From an optimization exercise on the open Yosys and OpenROAD flow, aimed at small area; shortcuts taken in it are not production practice. In this exercise RTL edits were held to simulation tests only and were not proved equivalent to the original. Power is estimated from default activity; no workload was simulated.

<file path="design/flow/design.v">
module wb_regfile #(
    parameter  int XLEN   = 32,
    parameter  int NREGS  = 32,
    parameter  int CNT_W  = 16,
    localparam int ADDR_W = $clog2(NREGS)
) (
    input  logic              clk,
    input  logic              reset,
    input  logic              RegWriteW,
    input  logic [ADDR_W-1:0] RdW,
    input  logic [XLEN-1:0]   ResultW,
    input  logic [ADDR_W-1:0] Rs1D,
    input  logic [ADDR_W-1:0] Rs2D,
    output logic [XLEN-1:0]   RD1D,
    output logic [XLEN-1:0]   RD2D,
    input  logic [ADDR_W-1:0] DbgAddr,
    output logic [XLEN-1:0]   DbgData,
    output logic [CNT_W-1:0]  WbCount
);
    logic [XLEN-1:0]  r_regs [NREGS];
    logic [XLEN-1:0]  r_dbg;
    logic [CNT_W-1:0] r_cnt;
    logic             w_we;
    logic [XLEN-1:0]  w_rd1;
    logic [XLEN-1:0]  w_rd2;
    logic [XLEN-1:0]  w_dbg;
    function automatic logic [XLEN-1:0] rd_sel(input logic [ADDR_W-1:0] a, input logic we,
                                               input logic [ADDR_W-1:0] rd, input logic [XLEN-1:0] res,
                                               input logic [XLEN-1:0] q);
        rd_sel = (a == '0 || a >= NREGS) ? '0 : (we && rd == a) ? res : q;
    endfunction
    always_comb begin
        w_we  = RegWriteW && RdW != '0 && RdW < NREGS;
        w_rd1 = rd_sel(Rs1D, RegWriteW, RdW, ResultW, r_regs[Rs1D]);
        w_rd2 = rd_sel(Rs2D, RegWriteW, RdW, ResultW, r_regs[Rs2D]);
        w_dbg = rd_sel(DbgAddr, RegWriteW, RdW, ResultW, r_regs[DbgAddr]);
    end
    always_ff @(posedge clk or posedge reset) begin
        if (reset) begin
            for (int i = 0; i < NREGS; i++) r_regs[i] <= '0;
            r_dbg <= '0;
            r_cnt <= '0;
        end else begin
            if (w_we) begin
                r_regs[RdW] <= ResultW;
                r_cnt       <= r_cnt + 1'b1;
            end
            r_dbg <= w_dbg;
        end
    end
    assign RD1D    = w_rd1;
    assign RD2D    = w_rd2;
    assign DbgData = r_dbg;
    assign WbCount = r_cnt;
endmodule
</file>
<file path="design/flow/run.sh">
#!/bin/bash
# synth_recipe.tcl (not shown) runs the flow's synth.tcl, then flattens the netlist and writes it again
# the make line also repeats each setting of config.mk as NAME=value (left out here)
make -C /OpenROAD-flow-scripts/flow DESIGN_CONFIG=/design/flow/config.mk WORK_HOME=/design/flow/orfs CLKGATE_MAP_FILE= SYNTH_SCRIPT=/design/flow/synth_recipe.tcl finish
</file>
<file path="design/flow/config.mk">
export PLATFORM = sky130hd
export DESIGN_NAME = wb_regfile
export DESIGN_NICKNAME = wb_regfile
export VERILOG_FILES = /design/flow/design.v
export SDC_FILE = /design/flow/constraint.sdc
export NUM_CORES = 8
export LEC_CHECK = 0
export CAP_MARGIN = 20
export CORE_MARGIN = 2
export CORE_UTILIZATION = 35
export SLEW_MARGIN = 20
</file>
<file path="design/flow/constraint.sdc">
create_clock -name core_clock -period 7.0 [get_ports {clk}]
set_input_delay 1.4000 -clock core_clock [delete_from_list [all_inputs] [get_ports {clk}]]
set_output_delay 1.4000 -clock core_clock [all_outputs]
set_load 0.01 [all_outputs]
</file>
==> results of run 1 <==
-- final timing paths --
check                                    start  slack (ps)  cells past startpoint             to
worst max-delay path                   Rs1D[3]         260                     10        RD1D[8]
max in group asynchronous                reset        4390                      5  r_regs[7][29]
worst min-delay path                 r_cnt[15]         480                      1      r_cnt[15]
worst max register to register  r_regs[28][31]        4480                      5      r_dbg[31]
min in group asynchronous                reset         930                      2   r_regs[8][6]
worst min register to register       r_cnt[15]         480                      1      r_cnt[15]
-- state kept, by name, summed over array words and instances, names as in the netlist --
register  count
r_dbg        32
r_cnt        16
r_regs      992
-- kinds of logic after synthesis --
| group | count (synthesis) | share of synthesized area, % |
|---|---|---|
| compound gates | 1615 | 20.2 |
| mux | 1122 | 21.3 |
| simple gates | 1113 | 9.78 |
| flops | 1040 | 44.2 |
| buf+inv | 547 | 4.12 |
| xor+xnor | 30 | 0.446 |
| fa+ha+maj | 1 | 0.0212 |
-- synthesized netlist by cell type, types with 6 or more instances --
master,instances,area [um2]
a31oi_1,7,43.8
and2_1,6,37.5
buf_1,34,128
a32o_1,6,60.1
a22o_1,44,385
mux2_2,1037,11700
nand4b_1,10,87.6
a2111oi_0,24,210
o2111ai_1,16,140
nor3b_1,9,67.6
mux2i_1,76,761
buf_2,244,1220
nor2b_1,27,169
a21oi_1,118,591
nand3b_1,14,105
nor4_1,50,313
o22ai_1,7,43.8
nand4_1,199,1240
a32oi_1,48,420
a222oi_1,33,330
xnor2_1,14,123
a221oi_1,10,87.6
nand2_1,271,1020
nand2b_1,19,119
xor2_1,16,140
nor2_2,32,200
dfrtp_1,1040,26000
a22oi_1,1137,8540
o21ai_0,117,586
clkbuf_1,244,916
buf_4,8,60.1
and3_1,68,425
nor2_1,192,721
mux2_1,8,90.1
nor3_1,99,495
nand3_1,69,345
inv_1,12,45.0
or3b_1,6,52.6
-- power by group through the flow --
stage,Clock [mW],Sequential [mW],Combinational [mW]
4_1_cts,6.96,9.00,3.40
3_5_place_dp,0,9.09,3.38
2_1_floorplan,0,8.20,2.00
6_report,6.97,9.25,3.56
3_3_place_gp,0,9.12,3.33
5_1_grt,7.17,9.17,3.65
-- per-stage QoR --
step	hold WS, ps	instances	util [%]	area, um2	power (mW)
after global routing	504	7958	42.0	70200	20.0
after detailed placement	467	7727	39.4	65900	12.5
after global placement	466	7723	39.3	65800	12.4
final	476	8028	42.1	70400	19.8
after floorplan	502	5468	-	58900	10.2
after CTS	475	7949	41.9	70100	19.4
-- cell type report --
cell class	count	area [um2]	area share, %
Timing Repair Buffer	593	5680	8.06
Sequential cell	1040	26000	37.0
Multi-Input combinational cell	3881	31400	44.7
Tap cell	2204	2760	3.92
Inverter	12	48.8	0.0693
Antenna cell	76	190	0.270
Clock buffer	152	3240	4.60
Clock inverter	70	1000	1.43
-- per-layer routing --
| metal | global-route usage [%] | routed length [um] |
|---|---|---|
| met1 | 56.9 | 149000 |
| met2 | 61.4 | 157000 |
| met3 | 29.1 | 75800 |
| met4 | 39.2 | 48600 |
| met5 | 3.83 | 701 |
==> run summary, run 1 <==
# hold bufs at CTS 0; CTS Sinks 1040; Area Overhead vs Synth 19.5%; Post-DRT Antenna Nets 0; pwr dens ~280 nW/um2; Yosys warnings 2; Seq cells post-synth approximately 1000; Die ar. 172000 um2; Clk pwr share between 30% and 40%; Net Sw Power approximately 7 mW; number of setup buffers added after CTS 0; Crit path top cell by count buf_4; final net count around 5700; Syn Area/Cell 10.8 um2; most frequent cells in the layout a22oi_1, dfrtp_1, mux2_2, buf_4, nand2_1; Pre-Repair DR Iteration Count 17; syn nets around 5500; setup_tns 0 ps; Mapped Area roughly 59000 um2; Worst path max stage delay around 770 ps; post-synthesis cell count 5468; Hold Fails Final Rpt 0; share of layout cells above drive strength 1 32.3%; crit-path max FO 19; ys async rst share 100%; Top Ports ~170; post-CTS resize count 0; routed vias/inst 8.15; P_int about 13 mW; clock latency on the worst-skew pair roughly 860 ps; H-tree depth 3; die height 414 um; Slew HR about 4.5%; total CTS buffers about 120; Seq pwr share between 40 and 50%; Post-synth EDFFs 0; first-pass GRT wire length around 560000 um; Worst Max-Slew Pin Slew about 1400 ps; Root Driver clkbuf_16; combinational share of power between 10% and 20%; Site Rows 150; Clock transition at path regs roughly 60 ps; fin crit share between 90% and 100%; CP max stage cell nor2_4; Worst VDD drop between 0.2 and 0.25 mV; Leakage 29.4 nW; core box area between 150000 and 200000 um2; Filler Cell Count between 15000 and 20000; # port buffers 166; die width between 400 and 500 um; maximum clock frequency 148 MHz; max cap viols 0; count of final setup violators 0; ys flop type dfrtp_1; sequential area share after synthesis ~44%; DRC Markers 0; skew final just over 80 ps; routed vias about 65000; DRT iter0 DRCs 16094; startpoint class of the critical path primary input; largest net degree at the start of global routing between 150 and 200; Crit Path Category primary input to output pin; minimum clock period 6740 ps; CP Buf/Inv Count 4; Max Slew Vio Count 0; status complete, no violations; GP Congestion between 1 and 1.5; half-perimeter wire length after placement about 280000 um; fin worst setup slack about 260 ps; Initial Utilization a little over a third; vias in the first global route between 50000 and 60000; Avg WL per Cell 53.7 um; Total Wirelength 431000 um; TritonCTS clock tree built; critical-path cell list buf_2, nand3b_2, nor2_4, buf_4, a22oi_1, nand2_1, nor4_1, a21oi_1, buf_4, clkdlybuf4s50_1; Setup WS pre-CTS approximately 740 ps; most common cell after layout, fill and taps aside a22oi_1; Critical Path RT ~5600 ps; Yosys cell types 78; RSZ-0062 raised after global routing false; Crit. End Element output pin; switching share of power between 30% and 40%; initial antenna violation count 57; hold crit path type flip-flop to flip-flop; Top delay family on crit path buffers and inverters; WP data arrival between 5000 and 6000 ps; CTS max path bufs 3; total global routing overflow 0; GRT Resource Usage Total 48.3%
==> inputs of run 2 (changes only) <==
==> design/flow/design.v (replaced) <==
module wb_rf_aoi222 (
    input  logic a0, b0, a1, b1, a2, b2,
    output logic y
);
    assign y = ~((a0 & b0) | (a1 & b1) | (a2 & b2));
endmodule
module wb_rf_inv #(
    parameter int N = 31
) (
    input  logic [N-1:0] a,
    output logic [N-1:0] y
);
    assign y = ~a;
endmodule
module wb_rf_nand #(
    parameter int N = 12
) (
    input  logic [N-1:0] a,
    output logic         y
);
    assign y = ~&a;
endmodule
module wb_rf_rdmux #(
    parameter int XLEN = 32,
    parameter bit EXTRA = 1
) (
    input  logic [30:0]     s,
    input  logic [30:0][XLEN-1:0] d,
    input  logic            sx,
    input  logic [XLEN-1:0] dx,
    output logic [XLEN-1:0] y
);
    for (genvar b = 0; b < XLEN; b++) begin : g_bit
        logic [10:0] n;
        for (genvar g = 0; g < 10; g++) begin : g_grp
            wb_rf_aoi222 u_aoi (
                .a0(s[3*g]),   .b0(d[3*g][b]),
                .a1(s[3*g+1]), .b1(d[3*g+1][b]),
                .a2(s[3*g+2]), .b2(d[3*g+2][b]),
                .y (n[g])
            );
        end
        if (EXTRA) begin : g_x
            assign n[10] = ~((s[30] & d[30][b]) | (sx & dx[b]));
        end else begin : g_nx
            assign n[10] = ~(s[30] & d[30][b]);
        end
        wb_rf_nand #(.N(11)) u_or (.a(n), .y(y[b]));
    end
endmodule
module wb_regfile #(
    parameter  int XLEN   = 32,
    parameter  int NREGS  = 32,
    parameter  int CNT_W  = 16,
    localparam int ADDR_W = $clog2(NREGS)
) (
    input  logic              clk,
    input  logic              reset,
    input  logic              RegWriteW,
    input  logic [ADDR_W-1:0] RdW,
    input  logic [XLEN-1:0]   ResultW,
    input  logic [ADDR_W-1:0] Rs1D,
    input  logic [ADDR_W-1:0] Rs2D,
    output logic [XLEN-1:0]   RD1D,
    output logic [XLEN-1:0]   RD2D,
    input  logic [ADDR_W-1:0] DbgAddr,
    output logic [XLEN-1:0]   DbgData,
    output logic [CNT_W-1:0]  WbCount
);
    logic [30:0][XLEN-1:0] r_data;    
    logic [30:0]       r_valid;
    logic [ADDR_W-1:0] r_dbga;
    logic [CNT_W-1:0]  r_cnt;
    logic [30:0]       w_wdec;         
    logic [30:0]       w_vm;           
    logic [30:0]       w_wdec_n, w_s1_n, w_s2_n, w_sd_n;    
    logic [30:0]       w_wen, w_s1, w_s2, w_sd;            
    logic              w_b1, w_b2;
    logic              w_we;
    always_comb begin
        w_we = RegWriteW && RdW != '0;
        for (int i = 0; i < 31; i++) begin
            w_wdec[i]   = RegWriteW && RdW == ADDR_W'(i + 1);
            w_vm[i]     = r_valid[i] && !w_wdec[i];
            w_wdec_n[i] = !w_wdec[i];
            w_s1_n[i]   = !(Rs1D == ADDR_W'(i + 1) && w_vm[i]);
            w_s2_n[i]   = !(Rs2D == ADDR_W'(i + 1) && w_vm[i]);
            w_sd_n[i]   = !(r_dbga == ADDR_W'(i + 1) && r_valid[i]);
        end
        w_b1 = RegWriteW && Rs1D != '0 && RdW == Rs1D;
        w_b2 = RegWriteW && Rs2D != '0 && RdW == Rs2D;
    end
    wb_rf_inv u_inv_we (.a(w_wdec_n), .y(w_wen));
    wb_rf_inv u_inv_s1 (.a(w_s1_n),   .y(w_s1));
    wb_rf_inv u_inv_s2 (.a(w_s2_n),   .y(w_s2));
    wb_rf_inv u_inv_sd (.a(w_sd_n),   .y(w_sd));
    wb_rf_rdmux #(.XLEN(XLEN), .EXTRA(1)) u_rd1 (
        .s(w_s1), .d(r_data), .sx(w_b1), .dx(ResultW), .y(RD1D));
    wb_rf_rdmux #(.XLEN(XLEN), .EXTRA(1)) u_rd2 (
        .s(w_s2), .d(r_data), .sx(w_b2), .dx(ResultW), .y(RD2D));
    wb_rf_rdmux #(.XLEN(XLEN), .EXTRA(0)) u_rdd (
        .s(w_sd), .d(r_data), .sx(1'b0), .dx('0), .y(DbgData));
    always_ff @(posedge clk) begin
        for (int i = 0; i < 31; i++)
            if (w_wen[i]) r_data[i] <= ResultW;
        r_dbga <= DbgAddr;
    end
    always_ff @(posedge clk or posedge reset) begin
        if (reset) begin
            r_valid <= '0;
            r_cnt   <= '0;
        end else begin
            r_valid <= r_valid | w_wdec;
            if (w_we) r_cnt <= r_cnt + 1'b1;
        end
    end
    assign WbCount = r_cnt;
endmodule
--- a/design/flow/config.mk
+++ b/design/flow/config.mk
@@ -6,6 +6,12 @@
 export NUM_CORES = 8
 export LEC_CHECK = 0
-export CAP_MARGIN = 20
+export CAP_MARGIN = 0
 export CORE_MARGIN = 2
-export CORE_UTILIZATION = 35
-export SLEW_MARGIN = 20
+export CORE_UTILIZATION = 40
+export CTS_BUF_LIST = sky130_fd_sc_hd__clkbuf_8
+export CTS_CLUSTER_DIAMETER = 60
+export CTS_CLUSTER_SIZE = 16
+export SETUP_SLACK_MARGIN = 0.4
+export SLEW_MARGIN = 0
+export SYNTH_HIERARCHICAL = 1
+export SYNTH_MINIMUM_KEEP_SIZE = 0
==> run 2 against run 1 <==
- register-to-register slack better by 900 ps
- utilization is 5.0 points higher
- sequential share of layout area is 21 points higher
- via count is 35% lower
- die area is 32% lower
- largest power group unchanged
==> run summary, run 2 <==
status complete, no violations; placed instance area a little over 50000 um2; Worst VDD drop roughly 0.15 mV; DRC Markers 0; Mapped Area between 40000 and 50000 um2; Total Wirelength roughly 230000 um; post-synthesis cell count slightly below 3000; Placed Instances around 4800; # port buffers 166; largest net degree at the start of global routing 48; WP data arrival about 5400 ps; Hold Path Sink r_cnt[13]; routed vias 42809; die width 343 um; Setup WS pre-CTS roughly 220 ps; Critical Path RT approximately 5600 ps; Clock transition at path regs 100 ps; Area Overhead vs Synth 17.0%; Largest Register r_data; GP Congestion 1.00; total CTS buffers 92; combinational share of power between 10% and 20%; met3 Usage GRT 16.5%; vias in the first global route between 40000 and 50000; GR Util met1 a little under half; Leakage ~17 nW; fin worst setup slack 184 ps; Crit Path Category flip-flop to output pin; max FFs per register ~990; die height roughly 340 um; minimum clock period 6820 ps; busiest grt layer met2; syn nets between 2000 and 3000; half-perimeter wire length after placement 136000 um; final instance area 53700 um2; setup_tns 0 ps; Clk pwr share a little under a third; Die ar. 117000 um2; TritonCTS clock tree built; Slew HR 7.46%; Yosys warnings 7; R2R cell count 5; fin crit share between 90 and 100%; Site Rows about 120; Net Sw Power between 3 and 4 mW; share of layout cells above drive strength 1 a little over an eighth; P_int around 9.1 mW; most frequent cells in the layout edfxtp_1, a222oi_1, nand4_1, buf_4, clkdlybuf4s50_1; met2 usage in global routing about 54%; Initial Utilization between 40% and 50%; Post-DRT Antenna Nets 0; core box area roughly 110000 um2; max cap viols 0; GRT Resource Usage Total approximately two fifths; skew final 16.7 ps; most common cell after layout, fill and taps aside edfxtp_1; RSZ-0062 raised after global routing false; Hold Path Stages 1; Root Driver clkbuf_8; switching share of power a little over a quarter; crit-path max FO 17; routed vias/inst approximately 8.6; CTS max path bufs 3; Hold Fails Final Rpt 0; Worst Max-Slew Pin Slew approximately 1400 ps; DRT iter0 DRCs 15003; Syn Area/Cell ~16 um2; Design Power around 12 mW; final net count around 3500; reg2reg setup slack about 5400 ps; maximum clock frequency between 100 and 150 MHz; pwr dens ~230 nW/um2; initial antenna violation count 12; Hold Crit Start r_cnt[13]; Seq pwr share a little under three fifths; top flop regs r_data x992, r_valid x31, r_cnt x16; Crit. End Element output pin; count of final setup violators 0; Avg WL per Cell 46.7 um; first-pass GRT wire length around 310000 um; Post-Layout Cell Count ~5000; CTS Sinks between 1000 and 1500; H-tree depth 3; Max Slew Vio Count 0; r2r startpoint r_cnt[1]; startpoint class of the critical path flip-flop; worst r2r dst r_cnt[10]; Top Ports 167; Pre-Repair DR Iteration Count 19; # hold bufs at CTS 0; hold crit path type flip-flop to flip-flop; clock latency on the worst-skew pair between 700 and 800 ps; total global routing overflow 0
run 2: final cells by class:
| type | instances | area, um2 |
|---|---|---|
| Tap cell | 1512 | 1890 |
| Sequential cell | 1044 | 31100 |
| Clock buffer | 96 | 1320 |
| Antenna cell | 8 | 20.0 |
| Clock inverter | 65 | 627 |
| Inverter | 127 | 514 |
| Timing Repair Buffer | 427 | 4080 |
| Fill cell | 9854 | 60300 |
| Multi-Input combinational cell | 1719 | 14200 |
run 2: timing repair:
| item | CTS | global route |
|---|---|---|
| setup endpoints to repair | 11 | 63 |
| hold endpoints to repair | 0 | 0 |
| resized for setup | 2 | 10 |
| setup buffers | 5 | 17 |
run 2: worst max-delay path by stage:
stage / endpoint / start
floorplan: RD1D[0] / RdW[4]
finish: DbgData[4] / r_dbga[2]
CTS: RD2D[24] / RdW[1]
global route: RD2D[12] / Rs2D[1]
global placement: RD1D[25] / RdW[1]
detailed placement: RD1D[25] / RdW[1]
run 2: worst max-delay path, stage by stage, from the launching register on:
cell,delay (ps)
dfxtp_1,710
nor2b_1,350
nor2b_1,320
nand3_1,160
clkinv_1,780
buf_4,580
a222oi_1,400
nand4_1,310
or3_1,460
clkdlybuf4s50_1,500
run 2: stage by stage:
| stage | hold slack (ps) | util, % |
|---|---|---|
| 2_1_floorplan | 478 | - |
| 3_3_place_gp | 472 | 45.1 |
| 3_5_place_dp | 480 | 45.1 |
| 4_1_cts | 498 | 46.8 |
| 5_1_grt | 523 | 47.1 |
| 6_report | 501 | 47.1 |
run 2: power groups by stage:
| stage | clock network (mW) | logic (mW) | registers, mW |
|---|---|---|---|
| 2_1_floorplan | 0 | 0.477 | 7.20 |
| 3_3_place_gp | 0 | 1.26 | 7.22 |
| 3_5_place_dp | 0 | 1.26 | 7.22 |
| 4_1_cts | 3.89 | 1.27 | 7.08 |
| 5_1_grt | 4.12 | 1.34 | 7.10 |
| 6_report | 3.90 | 1.33 | 7.09 |
run 2: routing by layer:
layer	up-vias	routed length (um)	share of wire, %
li1	15470	-	-
met5	-	125	0.054
met2	5356	95300	41
met1	20620	73900	32
met3	1347	43200	19
met4	16	20800	8.9
==> inputs of run 3 (changes only) <==
==> design/flow/flow/run.sh (new file) <==
#!/bin/bash
# Standard ORFS layout (the standard.sh, unchanged synthesis), with these changes:
#  - input/output port buffers are sky130_fd_sc_hd__buf_2 instead of the default choice;
#  - before the placement repair, the buffers that timing-driven global placement inserted are
#    removed (repair_design then adds back what the final placement needs) and the output port
#    buffers become buf_1 (flow/pre_resize.tcl);
#  - clock tree: clkbuf_16 buffers, larger sink clusters and no dummy loads.
set -euo pipefail
bash standard.sh \
  "BUFFER_PORTS_ARGS=-buffer_cell sky130_fd_sc_hd__buf_2" \
  "PRE_RESIZE_TCL=$PWD/flow/pre_resize.tcl" \
  "CTS_ARGS=-sink_clustering_enable -repair_clock_nets -dont_use_dummy_load -buf_list sky130_fd_sc_hd__clkbuf_16 -sink_clustering_size 25 -sink_clustering_max_diameter 100" \
  finish > flow_make.log 2>&1
==> design/flow/flow/pre_resize.tcl (new file) <==
# Runs before ORFS's placement repair (3_4_place_resized).
# 1. Timing-driven global placement inserts buffers early, while the cells are still spread
#    out; most are not needed once placement has converged. Remove them all here. Where such a
#    buffer was driven by an inverter (the design's select and write-enable line drivers), size
#    that inverter up until the net's estimated slew and load stay well inside the library
#    limits (routed parasitics come out higher than these estimates); the repair_design that
#    follows fixes whatever is left.
# 2. The output ports drive only the fixed 0.01 pF load: use buf_1 for their port buffers.
set block [ord::get_db_block]
set rm_bufs {}
set drvs {}
foreach inst [$block getInsts] {
  if {![string match "place*" [$inst getName]]} { continue }
  lappend rm_bufs [$inst getName]
  foreach it [[[$inst findITerm A] getNet] getITerms] {
    if {[$it isOutputSignal]} { lappend drvs [[$it getInst] getName] }
  }
}
puts "pre_resize: removing [llength $rm_bufs] global-placement buffers"
if {[llength $rm_bufs] > 0} { remove_buffers {*}$rm_bufs }

set invs {}
foreach d [lsort -unique $drvs] {
  set inst [$block findInst $d]
  if {$inst eq "NULL"} { continue }
  if {[regexp {__(clk)?inv_[0-9]+$} [[$inst getMaster] getName]]} { lappend invs $d }
}

set sizes {inv_2 0.265 inv_4 0.450 inv_6 0.626 inv_8 0.79 inv_12 1.1}
set slew_ok 1.2
proc pre_resize_load {pin} {
  sta::redirect_string_begin
  report_net [get_full_name [get_nets -of_objects [get_pins $pin]]]
  set txt [sta::redirect_string_end]
  set cap 1e9
  regexp {Total capacitance:\s*[0-9.eE+-]+-([0-9.eE+-]+)} $txt -> cap
  return $cap
}
foreach d $invs { replace_cell $d sky130_fd_sc_hd__inv_2 }
set todo $invs
for {set step 0} {$step < [llength $sizes] / 2 && [llength $todo] > 0} {incr step} {
  set cell [lindex $sizes [expr {2 * $step}]]
  set capmax [lindex $sizes [expr {2 * $step + 1}]]
  if {$step > 0} { foreach d $todo { replace_cell $d sky130_fd_sc_hd__$cell } }
  estimate_parasitics -placement
  set next {}
  foreach d $todo {
    set slew [get_property [get_pins $d/Y] slew_max]
    set cap [pre_resize_load $d/Y]
    if {$slew > $slew_ok || $cap > $capmax} { lappend next $d }
  }
  puts "pre_resize: [llength $todo] inverters at $cell, [llength $next] need more"
  set todo $next
}

set n_out 0
foreach inst [$block getInsts] {
  if {[string match "output*" [$inst getName]] && [[$inst getMaster] getName] eq "sky130_fd_sc_hd__buf_2"} {
    replace_cell [$inst getName] sky130_fd_sc_hd__buf_1
    incr n_out
  }
}
puts "pre_resize: $n_out output port buffers set to buf_1"
==> design/flow/standard.sh (new file) <==
#!/bin/bash
# synth_recipe.tcl (not shown) runs the flow's synth.tcl, then flattens the netlist and writes it again
# the make line also repeats each setting of config.mk as NAME=value (left out here)
make -C /OpenROAD-flow-scripts/flow DESIGN_CONFIG=/design/flow/config.mk WORK_HOME=/design/flow/orfs CLKGATE_MAP_FILE= SYNTH_SCRIPT=/design/flow/synth_recipe.tcl "${@:-finish}"
==> design/flow/config.mk (replaced) <==
export PLATFORM = sky130hd
export DESIGN_NAME = wb_regfile
export DESIGN_NICKNAME = wb_regfile
export VERILOG_FILES = /design/flow/design.v
export SDC_FILE = /design/flow/constraint.sdc
export NUM_CORES = 8
export LEC_CHECK = 0
export CAP_MARGIN = 15
export CORE_MARGIN = 2
export CORE_UTILIZATION = 40
export SLEW_MARGIN = 15
export SYNTH_HIERARCHICAL = 1
export SYNTH_MINIMUM_KEEP_SIZE = 0
removed: design/flow/run.sh
==> run 3 against run 2 <==
- still clean
- die area did not move
- sequential share of layout area rose by 4.6 points
- register-to-register slack improved by 40 ps
- hold slack got worse by 10 ps
- wire length fell by 8.9%
- clock skew rose by 30 ps
- synthesized area did not move
- clock power fell by 17%
- non-clock buffer count fell by 253
- utilization fell by 3.5 points
- via count fell by 5.6%
- critical path type is now primary input to output pin
- highest routed layer unchanged
==> run summary, run 3 <==
max cap viols 0; Hold Path Stages 1; Critical Path RT between 5000 and 6000 ps; first-pass GRT wire length 288000 um; Total Wirelength about 210000 um; count of final setup violators 0; largest net degree at the start of global routing 48; startpoint class of the critical path primary input; status complete, no violations; Yosys warnings 7; max FFs per register about 990; Top Ports between 150 and 200; GR Util met1 ~43%; Worst Max-Slew Pin Slew 1450 ps; Max Slew Vio Count 0; GP Congestion ~0.95; Syn Area/Cell between 15 and 20 um2; DRT iter0 DRCs about 13000; post-synthesis cell count approximately 2900; Leakage approximately 15 nW; RSZ-0062 raised after global routing false; met2 usage in global routing approximately half; Hold Path Sink r_cnt[15]; number of setup buffers added after CTS 0; Root Driver clkbuf_16; Hold Crit Start r_cnt[15]; minimum clock period roughly 6600 ps; Crit Path Category primary input to output pin; skew final about 47 ps; Mapped Area ~46000 um2; die height approximately 340 um; half-perimeter wire length after placement 115000 um; Setup WS pre-CTS between 900 and 1000 ps; CTS Sinks approximately 1000; CTS max path bufs 3; Post-DRT Antenna Nets 0; pwr dens around 230 nW/um2; Post-Layout Cell Count 4628; R2R cell count 5; WP data arrival 5170 ps; routed vias 40424; hold crit path type flip-flop to flip-flop; routed vias/inst just under 9; syn nets about 3000; vias in the first global route roughly 38000; met3 Usage GRT a little over an eighth; Worst VDD drop 0.168 mV; most frequent cells in the layout edfxtp_1, a222oi_1, nand4_1, nand3_1, buf_1; Placed Instances between 4000 and 5000; r2r startpoint r_cnt[0]; final net count about 3200; Hold Fails Final Rpt 0; share of layout cells above drive strength 1 7.84%; die width 343 um; worst r2r dst r_cnt[10]; Site Rows roughly 120; # hold bufs at CTS 0; final core occ around 44%; Crit. End Element output pin; crit-path max FO 32; fin crit share 93.9%; # port buffers between 150 and 200; Initial Utilization around two fifths; Avg WL per Cell around 46 um; maximum clock frequency about 150 MHz; Filler Cell Count ~10000; Die ar. 117000 um2; H-tree depth 2; busiest grt layer met2; Largest Register r_data; reg2reg setup slack about 5400 ps; setup_tns 0 ps; DRC Markers 0; Clock transition at path regs 90 ps; total global routing overflow 0; most common cell after layout, fill and taps aside edfxtp_1; core box area 114000 um2; top flop regs r_data x992, r_valid x31, r_cnt x16; Slew HR a little under 3%; initial antenna violation count 13; post-CTS resize count 0; fin worst setup slack roughly 430 ps; Pre-Repair DR Iteration Count 22; TritonCTS clock tree built; Area Overhead vs Synth 8.41%; total CTS buffers 50; clock latency on the worst-skew pair just under 700 ps; worst hold slack between 400 and 500 ps; GRT Resource Usage Total between 30% and 40%
## run 3: changes by cell type in the layout (fill, tap and decap cells not counted), sizes merged
| cell | previous run | this run |
|---|---|---|
| clkinvlp | 18 | 0 |
| buf | 261 | 174 |
| clkinv | 56 | 3 |
| inv | 112 | 124 |
| bufinv | 6 | 0 |
| clkbuf | 96 | 50 |
| clkdlybuf4s50 | 166 | 0 |
| diode | 8 | 2 |
## run 3: where the power goes
part           internal [mW]  switching (mW)
Clock                   1.28            1.96
Combinational          0.301           0.775
Sequential              6.96           0.125
Total                   8.54            2.86
## run 3: metal layers
metal | vias to the layer above | routed length [um]
met2 | 4787 | 89300
met5 | - | 121
li1 | 14800 | -
met3 | 1137 | 37500
met1 | 19684 | 69100
met4 | 16 | 16500
## run 3: layout make-up
type | instances | area [um2] | share of cell area [%]
diodes | 2 | 5.00 | 0.0101
inverters | 127 | 536 | 1.08
repair buffers | 174 | 821 | 1.65
well taps | 1512 | 1890 | 3.80
clock buffers | 50 | 1250 | 2.52
multi-input cells | 1719 | 14200 | 28.5
flip-flops and latches | 1044 | 31100 | 62.4
## run 3: worst max-delay path, cell delays in order
cell and delay [ps]:
buf_2 190, nor2b_1 580, nand2_1 350, nand4_1 220
clkinv_2 810, a222oi_1 660, nand4_1 170, or3_1 470
buf_1 280
## run 3: metrics by stage
step	instance area, um2	power (mW)
after floorplan	45900	7.67
after global placement	49700	8.28
after detailed placement	48400	8.24
final	49700	11.4
after global routing	49700	11.6
after CTS	49700	11.3
## run 3: worst max path at each step
| stage | start | to | cells after the start |
|---|---|---|---|
| final | RdW[3] | RD2D[3] | 9 |
| after detailed placement | RdW[1] | RD1D[7] | 10 |
| after global routing | RdW[3] | RD2D[31] | 9 |
| after global placement | RdW[1] | RD2D[11] | 11 |
| after CTS | RdW[1] | RD1D[7] | 10 |
| after floorplan | RdW[4] | RD1D[0] | 9 |

-- re-timing with driven ports --
No port has a modelled driver above. Below, the same layouts with a new extraction and two added sets of constraints. Step 1: set_driving_cell puts a clkbuf_16 on clk and a buf_2 on each other input, an assumption about the parent block. Step 2 moves the port delays by t, midway between the first and last clock arrival at a register: inputs arrive t later, outputs are due t later. That takes back most of the time a late clock gives input paths. Slacks: no drivers / after step 1 / after step 2; pairs: no drivers / after step 1.
run	t (ns)	slack for setup (ns)	worst hold slack (ns)	worst setup path after step 2
run 1	0.922	0.257 / 0.235 / 0.235	0.476 / 0.476 / 0.476	input to output
run 2	0.877	0.184 / 0.108 / 0.193	0.501 / 0.501 / 0.501	input to output
run 3	0.730	0.427 / 0.384 / 0.384	0.491 / 0.491 / 0.491	input to output
After both steps every run listed still meets setup and hold. The setup slack of run 3, which loses most, moves by -0.043 ns with the drivers and by -0.043 ns with both steps.
